This is an optimization exercise on Yosys and OpenROAD, whose aim is small area, not a production implementation.
Function was checked by simulation only, so behaviour that the tests miss may differ from the original.

### design/flow/run.sh
#!/bin/bash
# synth_recipe.tcl (not shown) runs the flow's synth.tcl, then flattens the netlist and writes it again
# the make line also repeats each setting of config.mk as NAME=value (left out here)
make -C /OpenROAD-flow-scripts/flow DESIGN_CONFIG=/design/flow/config.mk WORK_HOME=/design/flow/orfs CLKGATE_MAP_FILE= SYNTH_SCRIPT=/design/flow/synth_recipe.tcl finish
### design/flow/design.v
package dac_cond_pkg;
  typedef enum logic [1:0] {
    ENV_OFF       = 2'b00,
    ENV_RAMP_UP   = 2'b01,
    ENV_ON        = 2'b10,
    ENV_RAMP_DOWN = 2'b11
  } env_state_e;
  localparam int GAIN_FRAC_BITS = 14;
  localparam int ENV_W          = 15;
  localparam logic [ENV_W-1:0] ENV_ONE = 15'd16384;
  localparam int SAT_CNT_W      = 16;
  function automatic integer sat_max(input integer dac_w);
    sat_max = (1 << (dac_w - 1)) - 1;
  endfunction
  function automatic integer sat_min(input integer dac_w);
    sat_min = -(1 << (dac_w - 1));
  endfunction
endpackage
module dac_cond_channel
#(
  parameter int DAC_DATA_WIDTH = 14,
  parameter int IN_DATA_WIDTH  = 16,
  parameter int GAIN_WIDTH     = 16
) (
  input  logic                             clk_i,
  input  logic                             rst_i,
  input  logic signed [IN_DATA_WIDTH-1:0]  in_i,
  input  logic signed [GAIN_WIDTH-1:0]     gain_i,
  input  logic signed [DAC_DATA_WIDTH-1:0] offset_i,
  input  logic                             enable_i,
  input  logic [dac_cond_pkg::ENV_W-1:0]   ramp_step_i,
  input  logic                             sat_clr_i,
  output logic signed [DAC_DATA_WIDTH-1:0] dat_o,
  output logic [1:0]                       state_o,
  output logic [dac_cond_pkg::SAT_CNT_W-1:0] sat_cnt_o
);
  localparam int ENV_W          = dac_cond_pkg::ENV_W;
  localparam int SAT_CNT_W      = dac_cond_pkg::SAT_CNT_W;
  localparam int GAIN_FRAC_BITS = dac_cond_pkg::GAIN_FRAC_BITS;
  localparam logic [ENV_W-1:0] ENV_ONE = dac_cond_pkg::ENV_ONE;
  localparam int PROD1_W = IN_DATA_WIDTH + GAIN_WIDTH;
  localparam int P1_W    = PROD1_W - GAIN_FRAC_BITS + 1;
  localparam int P2_W    = ((P1_W > DAC_DATA_WIDTH) ? P1_W : DAC_DATA_WIDTH) + 1;
  localparam int PROD3_W = P2_W + ENV_W + 1;
  localparam int P3_W    = P2_W;
  localparam logic signed [P3_W-1:0] SAT_HI = P3_W'(dac_cond_pkg::sat_max(DAC_DATA_WIDTH));
  localparam logic signed [P3_W-1:0] SAT_LO = P3_W'(dac_cond_pkg::sat_min(DAC_DATA_WIDTH));
  dac_cond_pkg::env_state_e             state_q, state_d;
  dac_cond_pkg::env_state_e             up_state, dn_state;
  logic [ENV_W-1:0]       env_q, env_d;
  logic [ENV_W:0]         env_sum;
  logic [ENV_W-1:0]       env_up, env_dn;
  logic                   step_zero;
  logic signed [PROD1_W-1:0]        prod1;
  logic signed [P1_W-1:0]           p1_d, p1_q;
  logic signed [DAC_DATA_WIDTH-1:0] off_q;
  logic signed [P2_W-1:0]           p2_d, p2_q;
  logic signed [PROD3_W-1:0]        prod3;
  logic signed [P3_W-1:0]           p3_d, p3_q;
  logic signed [DAC_DATA_WIDTH-1:0] dat_d, dat_q;
  logic                             sat_hi, sat_lo, sat_evt;
  assign step_zero = (ramp_step_i == '0);
  assign env_sum   = {1'b0, env_q} + {1'b0, ramp_step_i};
  assign env_up    = (step_zero || env_sum >= {1'b0, ENV_ONE}) ? ENV_ONE : env_sum[ENV_W-1:0];
  assign env_dn    = (step_zero || ramp_step_i >= env_q) ? '0 : env_q - ramp_step_i;
  assign up_state  = (env_up == ENV_ONE) ? dac_cond_pkg::ENV_ON : dac_cond_pkg::ENV_RAMP_UP;
  assign dn_state  = (env_dn == '0) ? dac_cond_pkg::ENV_OFF : dac_cond_pkg::ENV_RAMP_DOWN;
  always_comb begin
    state_d = state_q;
    env_d   = env_q;
    case (state_q)
      dac_cond_pkg::ENV_OFF: begin
        if (enable_i) begin
          state_d = up_state;
          env_d   = env_up;
        end
      end
      dac_cond_pkg::ENV_RAMP_UP, dac_cond_pkg::ENV_RAMP_DOWN: begin
        if (enable_i) begin
          state_d = up_state;
          env_d   = env_up;
        end else begin
          state_d = dn_state;
          env_d   = env_dn;
        end
      end
      dac_cond_pkg::ENV_ON: begin
        if (!enable_i) begin
          state_d = dn_state;
          env_d   = env_dn;
        end
      end
      default: begin
        state_d = dac_cond_pkg::ENV_OFF;
        env_d   = '0;
      end
    endcase
  end
  always_ff @(posedge clk_i) begin
    if (rst_i) begin
      state_q <= dac_cond_pkg::ENV_OFF;
      env_q   <= '0;
    end else begin
      state_q <= state_d;
      env_q   <= env_d;
    end
  end
  assign prod1 = PROD1_W'(in_i) * PROD1_W'(gain_i);
  assign p1_d  = P1_W'(prod1 >>> GAIN_FRAC_BITS);
  assign p2_d  = P2_W'(p1_q) + P2_W'(off_q);
  assign prod3 = PROD3_W'(p2_q) * PROD3_W'($signed({1'b0, env_q}));
  assign p3_d  = P3_W'(prod3 >>> GAIN_FRAC_BITS);
  assign sat_hi  = (p3_q > SAT_HI);
  assign sat_lo  = (p3_q < SAT_LO);
  assign sat_evt = sat_hi | sat_lo;
  always_comb begin
    dat_d = p3_q[DAC_DATA_WIDTH-1:0];
    if (sat_hi) begin
      dat_d = SAT_HI[DAC_DATA_WIDTH-1:0];
    end else if (sat_lo) begin
      dat_d = SAT_LO[DAC_DATA_WIDTH-1:0];
    end
  end
  always_ff @(posedge clk_i) begin
    if (rst_i) begin
      p1_q  <= '0;
      off_q <= '0;
      p2_q  <= '0;
      p3_q  <= '0;
      dat_q <= '0;
    end else begin
      p1_q  <= p1_d;
      off_q <= offset_i;
      p2_q  <= p2_d;
      p3_q  <= p3_d;
      dat_q <= dat_d;
    end
  end
  assign dat_o   = dat_q;
  assign state_o = state_q;
  logic [SAT_CNT_W-1:0] sat_cnt_q, sat_cnt_d;
  always_comb begin
    sat_cnt_d = sat_cnt_q;
    if (sat_clr_i) begin
      sat_cnt_d = '0;
    end else if (sat_evt && (sat_cnt_q != '1)) begin
      sat_cnt_d = sat_cnt_q + 1'b1;
    end
  end
  always_ff @(posedge clk_i) begin
    if (rst_i) begin
      sat_cnt_q <= '0;
    end else begin
      sat_cnt_q <= sat_cnt_d;
    end
  end
  assign sat_cnt_o = sat_cnt_q;
endmodule
module dac_output_conditioner
#(
  parameter int DAC_DATA_WIDTH = 14,
  parameter int IN_DATA_WIDTH  = 16,
  parameter int GAIN_WIDTH     = 16
) (
  input  logic                             aclk,
  input  logic                             rst,
  input  logic signed [IN_DATA_WIDTH-1:0]  in_a,
  input  logic signed [IN_DATA_WIDTH-1:0]  in_b,
  input  logic signed [GAIN_WIDTH-1:0]     gain_a,
  input  logic signed [GAIN_WIDTH-1:0]     gain_b,
  input  logic signed [DAC_DATA_WIDTH-1:0] offset_a,
  input  logic signed [DAC_DATA_WIDTH-1:0] offset_b,
  input  logic                             enable_a,
  input  logic                             enable_b,
  input  logic [dac_cond_pkg::ENV_W-1:0]   ramp_step,
  input  logic                             sat_clr,
  output logic signed [DAC_DATA_WIDTH-1:0] dat_a_o,
  output logic signed [DAC_DATA_WIDTH-1:0] dat_b_o,
  output logic [1:0]                       state_a,
  output logic [1:0]                       state_b,
  output logic [dac_cond_pkg::SAT_CNT_W-1:0] sat_cnt_a,
  output logic [dac_cond_pkg::SAT_CNT_W-1:0] sat_cnt_b
);
  dac_cond_channel #(
    .DAC_DATA_WIDTH(DAC_DATA_WIDTH),
    .IN_DATA_WIDTH (IN_DATA_WIDTH),
    .GAIN_WIDTH    (GAIN_WIDTH)
  ) u_ch_a (
    .clk_i      (aclk),
    .rst_i      (rst),
    .in_i       (in_a),
    .gain_i     (gain_a),
    .offset_i   (offset_a),
    .enable_i   (enable_a),
    .ramp_step_i(ramp_step),
    .sat_clr_i  (sat_clr),
    .dat_o      (dat_a_o),
    .state_o    (state_a),
    .sat_cnt_o  (sat_cnt_a)
  );
  dac_cond_channel #(
    .DAC_DATA_WIDTH(DAC_DATA_WIDTH),
    .IN_DATA_WIDTH (IN_DATA_WIDTH),
    .GAIN_WIDTH    (GAIN_WIDTH)
  ) u_ch_b (
    .clk_i      (aclk),
    .rst_i      (rst),
    .in_i       (in_b),
    .gain_i     (gain_b),
    .offset_i   (offset_b),
    .enable_i   (enable_b),
    .ramp_step_i(ramp_step),
    .sat_clr_i  (sat_clr),
    .dat_o      (dat_b_o),
    .state_o    (state_b),
    .sat_cnt_o  (sat_cnt_b)
  );
endmodule
### design/flow/config.mk
export PLATFORM = sky130hd
export DESIGN_NAME = dac_output_conditioner
export DESIGN_NICKNAME = dac_output_conditioner
export VERILOG_FILES = /design/flow/design.v
export SDC_FILE = /design/flow/constraint.sdc
export NUM_CORES = 4
export LEC_CHECK = 0
export CAP_MARGIN = 20
export CORE_MARGIN = 2
export CORE_UTILIZATION = 40
export SLEW_MARGIN = 20
### design/flow/constraint.sdc
create_clock -name core_clock -period 8.0 [get_ports {aclk}]
set_input_delay 1.6000 -clock core_clock [delete_from_list [all_inputs] [get_ports {aclk}]]
set_output_delay 1.6000 -clock core_clock [all_outputs]
set_load 0.01 [all_outputs]
==> flow_metrics.env <==
export IMPL_critPathCaptureType="register"
export IMPL_ff2ff_setup_slack_ns=0.94
export IMPL_synth_compound_area_share_pct=6.19
export IMPL_wl_met3_um=7580
export IMPL_io_buffers=175
export IMPL_grt_pass1_vias=39800
export IMPL_postPlaceCellArea_um2=55200
export IMPL_period_share_pct=93.0
export IMPL_worst_pin_slew_ns=1.19
export IMPL_cts_sinks=236
export IMPL_fin_cells=7480
export IMPL_path_common_cell="fa_1"
export IMPL_status="finished clean"
export IMPL_viasPerCell=4.97
export IMPL_layout_common_cells="inv_1 (1,269), fa_1 (1,086), nand2_1 (606), and2_1 (510), ha_1 (420)"
export IMPL_place_inst=7424
export IMPL_die_y_um=361
export IMPL_antenna_left=0
export IMPL_synth_edf_count=0
export IMPL_gp_congestion=0.910
export IMPL_regArea_um2=4730
export IMPL_grt_setup_unrepaired="no"
export IMPL_cts_setup_buffers=0
export IMPL_multi_input_area_um2=40500
export IMPL_met2_length_um=58900
export IMPL_place_ws_ns=-0.205
export IMPL_hp_class="reg -> reg"
export IMPL_yosys_warnings=1
export IMPL_coreArea_um2=126000
export IMPL_hpwlAfterDp_um=106000
export IMPL_crit_start="gain_b[1]"
export IMPL_cap_viol_max_count=0
export IMPL_reg2regPathDepth=22
export IMPL_cpMaxStageDelayCell="clkdlybuf4s50_1"
export IMPL_ys_flop_type="dfxtp_1"
export IMPL_muxShareOfSynthArea_pct=0.184
export IMPL_drv_slew=0
export IMPL_cts_hold_buf=0
export IMPL_drt_pre_antenna_iters=6
export IMPL_syn_area_um2=50900
export IMPL_cts_max_level=1
export IMPL_power_density_nw_per_um2=448
export IMPL_drc_errors=0
export IMPL_ys_ff_latch=236
export IMPL_path_cells="clkdlybuf4s50_1, buf_4, nand2_1, fa_1, fa_1, fa_1, inv_1, fa_1, fa_1, inv_1, fa_1, inv_1, ha_1, nand4_1, o31ai_1, a221oi_2, buf_4, a211oi_1, o211ai_1, a31oi_1, xnor2_1, nor2_1"
export IMPL_tritoncts="yes"
export IMPL_cpPeakStageDelay_ns=0.57
export IMPL_setup_viol=0
export IMPL_fin_skew_ns=0.0405
export IMPL_r2r_start="u_ch_a.env_q[4]"
export IMPL_p_leak_nw=27.9
export IMPL_mostFrequentLayoutCell="inv_1"
export IMPL_highest_layer="met4"
export IMPL_area_growth_pct=10.6
export IMPL_track_usage_pct=20.0
export IMPL_final_nets=7424
export IMPL_clockBufferDepth=3
export IMPL_hold_violations=0
export IMPL_yosys_area_top_type_share_pct=42.7
export IMPL_seq_area_frac_synth_pct=9.29
export IMPL_ir_drop_mv=0.547
export IMPL_vias=37200
export IMPL_worstPathMaxFanout=5
export IMPL_fill_cells=12300
export IMPL_ios=176
export IMPL_first_iter_violations=2173
export IMPL_insertion_delay_ns=0.62
export IMPL_start_kind="input pin"
export IMPL_synthAdderAreaFrac_pct=53.1
export IMPL_critical_path_required_ns=8.49
export IMPL_syn_nets=7256
export IMPL_setup_ws_ns=0.562
export IMPL_synth_top_area_cell="fa_1"
export IMPL_power_total_mw=25.2
export IMPL_clk_pin_slew_ns=0.06
export IMPL_synthCells=5638
export IMPL_ys_async_sr_fraction_pct=0
export IMPL_start_util_pct=40.4
export IMPL_std_cell_rows=130
export IMPL_fin_crit_ns=7.44
export IMPL_routed_wl_um=127000
export IMPL_relSlewSlack_pct=20.6
export IMPL_antenna_found_initial=3
export IMPL_ctsRootBufferMaster="clkbuf_16"
export IMPL_drive_above_1_share_pct=4.99
export IMPL_synthSimpleGateAreaFrac_pct=17.3
export IMPL_fin_area_um2=56300
export IMPL_endpoint="u_ch_b.p1_q[17]"
export IMPL_overflow=0
export IMPL_synthXorXnorAreaFrac_pct=2.91
export IMPL_die_area_um2=130000
export IMPL_die_width_um=361
export IMPL_synth_top_family_by_area="adder cells"
export IMPL_grt_max_degree=74
export IMPL_cts_resized=0
export IMPL_r2r_end="u_ch_a.p3_q[19]"
export IMPL_cts_buffers=30
export IMPL_cp_arrival_ns=7.92
export IMPL_critPathKind="in -> reg"
export IMPL_grt_pass1_wl_um=211000
export IMPL_routedWlPerCell_um=16.9
export IMPL_ys_top_cells_by_area="fa_1 (43%), ha_1 (10%), inv_1 (9.4%), dfxtp_1 (9.3%), and2_1 (6.3%)"
export IMPL_clock_fmax_mhz=134
export IMPL_met1_length_um=58000
export IMPL_synth_cell_types=90
export IMPL_syn_avg_cell_area_um2=9.02
export IMPL_min_delay_start="u_ch_a.p3_q[10]"
export IMPL_setup_tns_ns=0
[through the flow]
stage / hold slack (ns) / utilization, %
4_1_cts: 0.453 / 44.7
6_report: 0.446 / 44.7
3_5_place_dp: 0.443 / 43.9
3_3_place_gp: 0.443 / 43.9
2_1_floorplan: 0.416 / -
5_1_grt: 0.480 / 44.7
[Yosys cell counts (all sizes together) (24+ instances only)]
cell	n
o21bai	24
o21a	28
xnor2	105
fa	1086
inv	1274
o21ai	70
and3	28
xor2	64
nand3	47
nor2b	53
nand4	26
nand2b	38
ha	420
nand2	606
nor3	79
a21o	39
and2	510
nor2	294
clkbuf	209
a21oi	120
dfxtp	236
[final cells by class]
class / count / share of cell area (%)
antenna: 1 / 0.00445
timing repair buffer: 359 / 5.64
multi-input combinational: 3905 / 72.0
inverter: 1274 / 8.50
clock inverter: 16 / 0.338
clock buffer: 39 / 1.50
tap: 1650 / 3.67
sequential: 236 / 8.40
[worst min path at each step]
stage	to	slack [ns]	cells past startpoint
finish	u_ch_a.dat_q[10]	0.45	2
global route	u_ch_a.dat_q[10]	0.48	2
CTS	u_ch_a.dat_q[3]	0.45	2
detailed placement	u_ch_a.dat_q[10]	0.44	2
global placement	u_ch_a.dat_q[10]	0.44	2
floorplan	u_ch_a.dat_q[0]	0.42	2
[critical path: cells and delay by family]
family | cells | cell delay (ns)
AOI/OAI and AO/OA | 5 | 1.63
xor gates and xnor gates | 1 | 0.15
adders and majority gates | 7 | 3.27
buffers and inverters | 6 | 1.06
and+or+nand+nor | 3 | 0.19
[kinds of logic (layout without fill, tap and decap cells)]
kind of cell	Yosys count	after routing
XOR/XNOR	169	169
AO/OA/AOI/OAI	447	447
AND/OR/NAND/NOR	1774	1774
multiplexers	9	9
adder cells (fa/ha/maj)	1506	1506
flip-flops	236	236
buffers and inverters	1497	1688
other	0	1
[report_power, final]
| group | internal [mW] | switching [mW] |
|---|---|---|
| registers | 1.65 | 0.707 |
| clock network | 0.843 | 0.590 |
| logic | 9.58 | 11.8 |
[metal layers]
| metal | vias to the layer above | GRT usage, % |
|---|---|---|
| met4 | 0 | 3.72 |
| met5 | - | 0 |
| met3 | 129 | 2.64 |
| met1 | 18900 | 28.3 |
| met2 | 840 | 33.1 |
| li1 | 17300 | - |
[registers in the layout (all words and copies together), names as in the netlist, 14 cells and up]
name	count
u_ch_b.dat_q	14
u_ch_a.sat_cnt_q	16
u_ch_a.p3_q	20
u_ch_b.env_q	15
u_ch_a.off_q	14
u_ch_a.dat_q	14
u_ch_b.p1_q	18
u_ch_a.env_q	15
u_ch_b.off_q	14
u_ch_b.p2_q	19
u_ch_b.p3_q	20
u_ch_a.p1_q	18
u_ch_a.p2_q	19
u_ch_b.sat_cnt_q	16

==> re-timing with driven ports <==
How much do the figures lean on ideal ports? The routed layout below was timed once more, with nothing changed but the port constraints. Step 1, drivers: a clkbuf_16 drives aclk and a buf_2 each remaining input, both assumed. Step 2 moves the port delays by t, midway between the first and last clock arrival at a register: inputs arrive t later, outputs are due t later. That takes back most of the time a late clock gives input paths. Three values: ideal ports, drivers, drivers and shift; two values: the first two.
t, ns: 0.665
slack for setup (ns): 0.562 / 0.601 / -0.063
hold WS [ns]: 0.446 / 0.446 / 0.446
slew at the worst register clock pin (ns): 0.07 / 0.07
With both steps, setup timing fails in this run, where it was met with ideal ports. For this run, drivers alone change the setup slack by +0.039 ns; drivers and shift together by -0.625 ns.
